Source: an optimization exercise on an open RTL-to-GDS flow (aim: small area, a short achievable clock period and few clock cycles per item). Production flows keep margins and buffers that such runs may drop. In this exercise RTL edits were held to simulation tests only and were not proved equivalent to the original.

==> v9: inputs <==
Design accel_decel_position_limiter, start of the top module:
module accel_decel_position_limiter (
    input  wire logic        clk,
    input  wire logic        rst_n,
    input  wire logic        psel,
    input  wire logic        penable,
    input  wire logic        pwrite,
    input  wire logic [4:0]  paddr,
    input  wire logic [31:0] pwdata,
    output logic      [31:0] prdata,
    output logic             pready,
    input  wire logic        item_valid,
    output logic             item_ready,
    input  wire logic [31:0] target_position,
    input  wire logic [31:0] measured_position,
    input  wire logic [31:0] measured_speed,
    input  wire logic [30:0] tick_period,
    output logic             result_valid,
    input  wire logic        result_ready,
    output logic      [31:0] limited_position
);
    logic [30:0] max_accel_reg, arrival_window_reg, max_speed_reg, regulator_gain_reg;
    logic [31:0] max_decel_reg;
    logic [31:0] prdata_reg;
    logic        cfg_wr;
    assign cfg_wr = psel && penable && pwrite;
    assign pready = 1'b1;
    assign prdata = prdata_reg;
    always_ff @(posedge clk)
    begin
        case (paddr[4:2])
            3'd0:    prdata_reg <= {1'b0, max_accel_reg};
            3'd1:    prdata_reg <= max_decel_reg;
            3'd2:    prdata_reg <= {1'b0, arrival_window_reg};
            3'd3:    prdata_reg <= {1'b0, max_speed_reg};
            3'd4:    prdata_reg <= {1'b0, regulator_gain_reg};
            default: prdata_reg <= 32'd0;
        endcase
    end
    always_ff @(posedge clk or negedge rst_n)
    begin
        if (!rst_n)
        begin
  ...
export LEC_CHECK = 0
export ABC_AREA = 1
export CAP_MARGIN = 20
export CORE_MARGIN = 2
export CORE_UTILIZATION = 50
export SLEW_MARGIN = 20
create_clock -name core_clock -period 13.0 [get_ports {clk}]
standard.sh (not shown) runs the stock make flow with config.mk's settings and CLKGATE_MAP_FILE= SYNTH_SCRIPT=/design/flow/synth_recipe.tcl, a recipe that flattens the netlist after the stock synthesis.
==> flow/flow/run.sh <==
#!/bin/bash
# The standard layout (standard synthesis, floorplan, placement, CTS, routing), with timing
# repair after CTS and global routing aiming at 7 ns of setup slack instead of config.mk's
# ceiling of 5 ns. Constraints and clock period are the standard flow's own (constraint.sdc, config.mk).
# make's full output goes to layout.log here; each ORFS step keeps its own log under orfs/logs.
set -euo pipefail
bash standard.sh finish SETUP_SLACK_MARGIN=7 > layout.log 2>&1
==> v26 (differences from v9) <==
--- a/flow/design.v
+++ b/flow/design.v
@@ -18,26 +18,24 @@
     output logic             result_valid,
     input  wire logic        result_ready,
     output logic      [31:0] limited_position
 );
     logic [30:0] max_accel_reg, arrival_window_reg, max_speed_reg, regulator_gain_reg;
     logic [31:0] max_decel_reg;
-    logic [31:0] prdata_reg;
     logic        cfg_wr;
     assign cfg_wr = psel && penable && pwrite;
     assign pready = 1'b1;
-    assign prdata = prdata_reg;
-    always_ff @(posedge clk)
+    always_comb
     begin
         case (paddr[4:2])
-            3'd0:    prdata_reg <= {1'b0, max_accel_reg};
-            3'd1:    prdata_reg <= max_decel_reg;
-            3'd2:    prdata_reg <= {1'b0, arrival_window_reg};
-            3'd3:    prdata_reg <= {1'b0, max_speed_reg};
-            3'd4:    prdata_reg <= {1'b0, regulator_gain_reg};
-            default: prdata_reg <= 32'd0;
+            3'd0:    prdata = {1'b0, max_accel_reg};
+            3'd1:    prdata = max_decel_reg;
+            3'd2:    prdata = {1'b0, arrival_window_reg};
+            3'd3:    prdata = {1'b0, max_speed_reg};
+            3'd4:    prdata = {1'b0, regulator_gain_reg};
+            default: prdata = 32'd0;
         endcase
     end
     always_ff @(posedge clk or negedge rst_n)
     begin
         if (!rst_n)
         begin
==> flow/run.sh (new file) <==
#!/bin/bash
# synth_recipe.tcl (not shown) runs the flow's synth.tcl, then flattens the netlist and writes it again
# the make line also repeats each setting of config.mk as NAME=value (left out here)
make -C /OpenROAD-flow-scripts/flow DESIGN_CONFIG=/design/flow/config.mk WORK_HOME=/design/flow/orfs CLKGATE_MAP_FILE= SYNTH_SCRIPT=/design/flow/synth_recipe.tcl finish
--- a/flow/config.mk
+++ b/flow/config.mk
@@ -6,7 +6,9 @@
 export NUM_CORES = 4
 export LEC_CHECK = 0
 export ABC_AREA = 1
 export CAP_MARGIN = 20
 export CORE_MARGIN = 2
 export CORE_UTILIZATION = 50
+export CTS_BUF_LIST = sky130_fd_sc_hd__clkbuf_8
+export SETUP_SLACK_MARGIN = 5
 export SLEW_MARGIN = 20
removed: flow/flow/run.sh
removed: flow/standard.sh
==> summary.txt <==
In v9 the register-to-register slack is higher than in v26, by 430 ps.
v9 finished with timing, DRC and antenna clean. v26 finished with timing, DRC and antenna clean.
Synthesized cell count is about the same in v9 and v26.
Of v9 and v26, v9 has the higher die area (gap about 0.37%, measured against v26).
Testbench counts of v9, summed over its fixed seeds: cycles 7,296, items 6,400.
Testbench counts of v26, summed over its fixed seeds: cycles 7,296, items 6,400.

## afterwards: timing with drivers on the ports
The flow's constraints put no driver on any port. The routed layouts listed below were extracted and timed again, unchanged, in two steps.
Step 1, drivers: a clkbuf_16 drives clk and a buf_2 each remaining input, both assumed.
Step 2 also shifts input and output timing later by t, the mid clock arrival at the registers, as if the neighbouring blocks saw the same clock.
Three values: ideal ports, drivers, drivers and shift; two values: the first two.
run | t, ns | setup slack, ns | worst setup path at the end | clock arrival spread, ns
v9 | 1.068 | 5.538 / 5.538 / 5.538 | register to register | 0.088 / 0.088
v26 | 1.212 | 4.826 / 4.644 / 4.644 | input to output | 0.164 / 0.164
After both steps setup and hold are still met in every run listed. The setup slack of v26, which loses most, moves by -0.182 ns with the drivers and by -0.182 ns with both steps.
